This is an optimization exercise on Yosys and OpenROAD, whose aim is small area, a short achievable clock period and few clock cycles, not a production implementation. Only simulation tests tie the RTL to the original design; equivalence was not proved. Power figures rest on the tool's default switching activity, not on a simulated workload.

// cpu_core
module cpu_core (
    input  logic        clk,
    input  logic        arst_n,
    output logic [15:0] imem_addr,
    input  logic [31:0] imem_rdata,
    output logic [15:0] dmem_addr,
    output logic [15:0] dmem_wdata,
    output logic        dmem_we,
    output logic        dmem_re,
    input  logic [15:0] dmem_rdata
);
Size in the first run: about 2,600 cells after synthesis, roughly 100 I/O pins, about 21,000 um2 of cells after synthesis.
==> flow/config.mk <==
export PLATFORM = sky130hd
export DESIGN_NAME = cpu_core
export DESIGN_NICKNAME = cpu_core
export VERILOG_FILES = /design/flow/design.v
export SDC_FILE = /design/flow/constraint.sdc
export NUM_CORES = 4
export LEC_CHECK = 0
export ABC_AREA = 1
export CAP_MARGIN = 20
export CORE_MARGIN = 2
export CORE_UTILIZATION = 60
export CTS_CLUSTER_DIAMETER = 100
export CTS_CLUSTER_SIZE = 20
export SETUP_SLACK_MARGIN = 5
export SLEW_MARGIN = 20
==> flow/constraint.sdc <==
create_clock -name core_clock -period 9.0 [get_ports {clk}]
set_input_delay 1.8000 -clock core_clock [delete_from_list [all_inputs] [get_ports {clk}]]
set_output_delay 1.8000 -clock core_clock [all_outputs]
set_load 0.01 [all_outputs]
standard.sh (not shown) runs the stock make flow with config.mk's settings and CLKGATE_MAP_FILE= SYNTH_SCRIPT=/design/flow/synth_recipe.tcl, a recipe that flattens the netlist after the stock synthesis.
==> flow/flow/run.sh <==
#!/bin/bash
# Layout flow: the standard ORFS flow (standard.sh) with two changes:
#  - the port buffers are sky130_fd_sc_hd__buf_2 instead of the default pick;
#  - repair_timing aims at a setup margin of 5.7 ns instead of config.mk's 5.
# The SDC, floorplan, power grid, synthesis and all other steps are the standard ones.
# ORFS writes each step's full tool output to orfs/logs/; make's own output goes to
# standard.log here.
set -o pipefail
bash standard.sh \
    "BUFFER_PORTS_ARGS=-buffer_cell sky130_fd_sc_hd__buf_2" \
    SETUP_SLACK_MARGIN=5.7 \
    finish > standard.log 2>&1
Testbench counts at the start, summed over its fixed seeds: cycles 10,799.
Then changed:
--- a/flow/design.v
+++ b/flow/design.v
@@ -13,51 +13,48 @@
 );
     logic        boot;         
     logic [15:0] fa;           
     logic        kill;         
     logic        zf, tf;
     logic [15:0] regs [16];
     logic        e_v;
     logic        e_we_d, e_fl_d, e_ld_d, e_st_d, e_inv;
-    logic        e_sum_d, e_and_d, e_or_d, e_slt_d, e_pass_d;
+    logic        e_add_d, e_and_d, e_or_d, e_slt_d;
     logic        e_we, e_fl, e_ld, e_st;
-    logic        e_s_sum, e_s_and, e_s_or, e_s_slt, e_s_pass;
+    logic        e_s_add, e_s_and, e_s_or, e_s_slt;
     logic [3:0]  e_wa;
     logic [15:0] e_a, e_b, e_sd;
     logic [15:0] ar, wd;
     logic        we_r, rd_v;
     logic [3:0]  rd_rt;
     logic        wb_v;
     logic [3:0]  wb_rt;
     assign e_we     = e_v && e_we_d;
     assign e_fl     = e_v && e_fl_d;
     assign e_ld     = e_v && e_ld_d;
     assign e_st     = e_v && e_st_d;
-    assign e_s_sum  = e_v && e_sum_d;
+    assign e_s_add  = e_v && e_add_d;      
     assign e_s_and  = e_v && e_and_d;
     assign e_s_or   = e_v && e_or_d;
     assign e_s_slt  = e_v && e_slt_d;
-    assign e_s_pass = e_v && e_pass_d;
     logic [15:0] bx, sum, res;
     logic        lt;
     assign bx  = e_b;
     assign sum = e_a + bx + {15'd0, e_inv};
     assign lt  = (e_a[15] & bx[15]) | ((e_a[15] ^ bx[15]) & sum[15]);
-    assign res = ({16{e_s_sum | e_s_pass}} & sum)
-               | ({16{e_s_and}}  & (e_a & e_b))
-               | ({16{e_s_or}}   & (e_a | e_b))
-               | {15'd0, e_s_slt & lt};
+    logic [15:0] lgc;
+    assign lgc = ({16{e_s_and}} & (e_a & e_b)) | ({16{e_s_or}} & (e_a | e_b));
+    assign res = ({16{e_s_add}} & sum) | lgc | {15'd0, e_s_slt & lt};
     logic [15:0] zk;
     logic        z_sum, zf_new, tf_new;
     assign zk     = (e_a ^ bx) ^ {e_a[14:0] | bx[14:0], e_inv};
     assign z_sum  = ~|zk;
-    assign zf_new = (e_s_sum & z_sum)
-                  | (e_s_and & ~|(e_a & e_b))
-                  | (e_s_or  & ~|(e_a | e_b))
+    assign zf_new = (e_s_add & z_sum)
+                  | ((e_s_and | e_s_or) & ~|lgc)
                   | (e_s_slt & ~lt);
     assign tf_new = res[0];
     logic [5:0]  op;
     logic [3:0]  rs, rt, rd;
     logic [15:0] imm;
     logic [5:0]  fn;
     assign op  = imem_rdata[31:26];
     assign rs  = imem_rdata[25:22];
@@ -162,18 +159,17 @@
         e_wa     <= d_wa;
         e_fl_d   <= r_alu || is_alui;
         e_ld_d   <= is_load;
         e_st_d   <= is_store;
         e_inv    <= (is_r && (fn == 6'h22 || fn == 6'h2a)) || op == 6'h0d;
         e_and_d  <= is_r ? (fn == 6'h24) : op == 6'h0b;
         e_or_d   <= is_r ? (fn == 6'h25) : op == 6'h0c;
         e_slt_d  <= is_r ? (fn == 6'h2a) : op == 6'h0d;
-        e_pass_d <= is_lit || is_jal;
-        e_sum_d  <= is_r ? (fn == 6'h20 || fn == 6'h22) : (op == 6'h0a);
+        e_add_d  <= is_r ? (fn == 6'h20 || fn == 6'h22) : (op == 6'h0a || is_lit || is_jal);
         e_a      <= rs_v & {16{!(is_lit || is_jal)}};
         e_b      <= (is_r ? rt_v : (is_jal ? fa : imm))
                     ^ {16{(is_r && (fn == 6'h22 || fn == 6'h2a)) || op == 6'h0d}};
         e_sd     <= rt_v;
         ar    <= sum;
         wd    <= e_sd;
         we_r  <= e_st && !boot;
         rd_v  <= e_ld && !boot;
After rerunning: The new run ran to the end with no violations. Worst hold slack degrades by 16 ps. Total power is higher by about 4%. Via count is higher by about 2%. Non-clock buffer count is higher by 21. Wire length barely changes. Synthesized cell count stays flat. Die area is lower by 0.88%. Flip-flop and latch count is lower by 1. Count of clock-buffer cells in the layout is lower by 2.
Testbench counts after the change, summed over its fixed seeds: cycles 10,799.

========
cpu_core, a different RTL version from the one above (not shown whole).
Size in the first run: roughly 1,700 cells after synthesis, ~100 I/O pins, about 19,000 um^2 of cells after synthesis.
clock: 9.0 ns
lec_check: 0
cap_margin: 20
core_margin: 2
core_utilization: 55
setup_slack_margin: 4.5
slew_margin: 20
run.sh (not shown) runs the stock make flow with config.mk's settings and CLKGATE_MAP_FILE= SYNTH_SCRIPT=/design/flow/synth_recipe.tcl, a recipe that flattens the netlist after the stock synthesis.
Stock flow here: none of the scripts above is used.
Testbench counts at the start, summed over its fixed seeds: cycles 10,800.
Rerun with:
--- a/flow/design.v
+++ b/flow/design.v
@@ -22,19 +22,19 @@
     logic [15:0] e_a, e_b, e_sd;
     logic [15:0] ar, wd;
     logic        we_r, rd_v;
     logic [3:0]  rd_rt;
     logic        wb_v;
     logic [3:0]  wb_rt;
     logic [15:0] bx, sum, res;
     logic        lt;
-    assign bx  = e_b;
+    assign bx  = e_b ^ {16{e_inv}};
     assign sum = e_a + bx + {15'd0, e_inv};
-    assign lt  = (e_a[15] & bx[15]) | ((e_a[15] ^ bx[15]) & sum[15]);
+    assign lt  = (e_a[15] & ~e_b[15]) | (~(e_a[15] ^ e_b[15]) & sum[15]);
     assign res = ({16{e_s_sum}}  & sum)
                | ({16{e_s_and}}  & (e_a & e_b))
                | ({16{e_s_or}}   & (e_a | e_b))
                | ({16{e_s_pass}} & e_b)
                | {15'd0, e_s_slt & lt};
     logic [15:0] zk;
     logic        z_sum, zf_new, tf_new;
     assign zk     = (e_a ^ bx) ^ {e_a[14:0] | bx[14:0], e_inv};
@@ -96,38 +96,28 @@
         case (op[1:0])
             2'b01:   cond = zf_c;     
             2'b10:   cond = !zf_c;    
             2'b11:   cond = tf_c;     
             default: cond = !tf_c;    
         endcase
     end
     assign taken = dexec && is_br && cond;
-    logic        jmp, refetch, s_imm, s_rs, s_dec, s_hold, s_inc;
-    logic [15:0] bt, fa_inc, fa_dec, fa_other, fa_next;
+    logic        jmp;
+    logic [15:0] bt, fa_other, fa_next;
     logic        kill_next;
-    assign jmp     = dexec && (is_j || is_jal || r_jr);
-    assign refetch = dv && haz;                       
-    assign bt      = fa + imm;
+    assign jmp = dexec && (is_j || is_jal || r_jr);
+    assign bt  = fa + imm;
     always_comb begin
-        for (int i = 0; i < 16; i++) begin
-            fa_inc[i] = fa[i] ^ (&(fa | ~((16'd1 << i) - 16'd1)));
-            fa_dec[i] = fa[i] ^ (~|(fa & ((16'd1 << i) - 16'd1)));
-        end
+        if (boot)            fa_other = 16'd0;
+        else if (jmp)        fa_other = is_j ? imm : rs_v;
+        else if (dv && haz)  fa_other = fa - 16'd1;      
+        else if (e_ld)       fa_other = fa;              
+        else                 fa_other = fa + 16'd1;
     end
-    assign s_imm  = jmp && is_j;
-    assign s_rs   = jmp && !is_j;
-    assign s_dec  = refetch;
-    assign s_hold = !boot && !jmp && !refetch && e_ld;      
-    assign s_inc  = !boot && !jmp && !refetch && !e_ld;
-    assign fa_other = ({16{s_imm}}  & imm)
-                    | ({16{s_rs}}   & rs_v)
-                    | ({16{s_dec}}  & fa_dec)
-                    | ({16{s_hold}} & fa)
-                    | ({16{s_inc}}  & fa_inc);
     assign fa_next   = (taken && !boot) ? bt : fa_other;
     assign kill_next = boot || jmp || taken || (dv && haz);
     logic [15:0] rwd;
     assign rwd = res | ({16{wb_v}} & dmem_rdata);
     always_ff @(posedge clk) begin
         for (int i = 0; i < 16; i++) begin
             if (boot || (wb_v && wb_rt == 4'(i)) || (e_we && e_wa == 4'(i))) regs[i] <= rwd;
         end
@@ -154,18 +144,17 @@
         e_inv    <= (is_r && (fn == 6'h22 || fn == 6'h2a)) || op == 6'h0d;
         e_s_and  <= dexec && (is_r ? (fn == 6'h24 && r_alu) : op == 6'h0b);
         e_s_or   <= dexec && (is_r ? (fn == 6'h25 && r_alu) : op == 6'h0c);
         e_s_slt  <= dexec && (is_r ? (fn == 6'h2a && r_alu) : op == 6'h0d);
         e_s_pass <= dexec && (is_lit || is_jal);
         e_s_sum  <= dexec && (is_r ? (r_alu && (fn == 6'h20 || fn == 6'h22))
                                    : (op == 6'h0a));
         e_a      <= rs_v;
-        e_b      <= (is_r ? rt_v : (is_jal ? fa : imm))
-                    ^ {16{(is_r && (fn == 6'h22 || fn == 6'h2a)) || op == 6'h0d}};
+        e_b      <= is_r ? rt_v : (is_jal ? fa : imm);
         e_sd     <= rt_v;
         ar    <= sum;
         wd    <= e_sd;
         we_r  <= e_st && !boot;
         rd_v  <= e_ld && !boot;
         rd_rt <= e_wa;
         wb_v  <= rd_v && !boot;
         wb_rt <= rd_rt;
Result: The changed run finished with timing, DRC and antenna clean; maximum frequency decreases by about 18%; area after synthesis rises by about 2.7%; register-to-register slack gets worse by 0.38 ns; design area goes up by about 4.3%; die area increases by 2.7%; worst hold slack is about the same; cell count climbs by 4.9%; first-iteration DRC count goes up by 19%; wire length went up by about 3.7%; via count is higher by 5.0%; core utilization rose by 0.83 points; setup slack loses 1.0 ns.
Testbench counts after the change, summed over its fixed seeds: cycles 10,800.

port drivers added, routing unchanged:
How much do the figures lean on ideal ports? The routed layouts below were timed once more, with nothing changed but the port constraints. Step 1, drivers: a clkbuf_16 drives clk and a buf_2 each remaining input, both assumed. Step 2 times the ports against the registers' clock, not the clock port: input delays grow and output delays shrink by t, the midpoint of the rising clock arrivals with the driver on. Slacks: ideal ports / drivers / drivers and shift; pairs: ideal ports / drivers.
| run | t (ns) | setup WS [ns] | worst register clock-pin slew, ns | pins driven straight from the clock port |
|---|---|---|---|---|
| the first run of note 1 | 0.618 | 5.625 / 5.638 / 5.020 | 0.10 / 0.10 | 1 |
| the second run of note 1 | 0.619 | 5.620 / 5.654 / 5.034 | 0.10 / 0.10 | 1 |
| the first run of note 2 | 0.625 | 4.463 / 4.495 / 3.869 | 0.07 / 0.07 | 1 |
| the second run of note 2 | 0.631 | 3.459 / 3.452 / 2.821 | 0.07 / 0.07 | 1 |
After both steps every run listed still meets setup and hold. The setup slack of the second run of note 2, which loses most, moves by -0.007 ns with the drivers and by -0.638 ns with both steps.
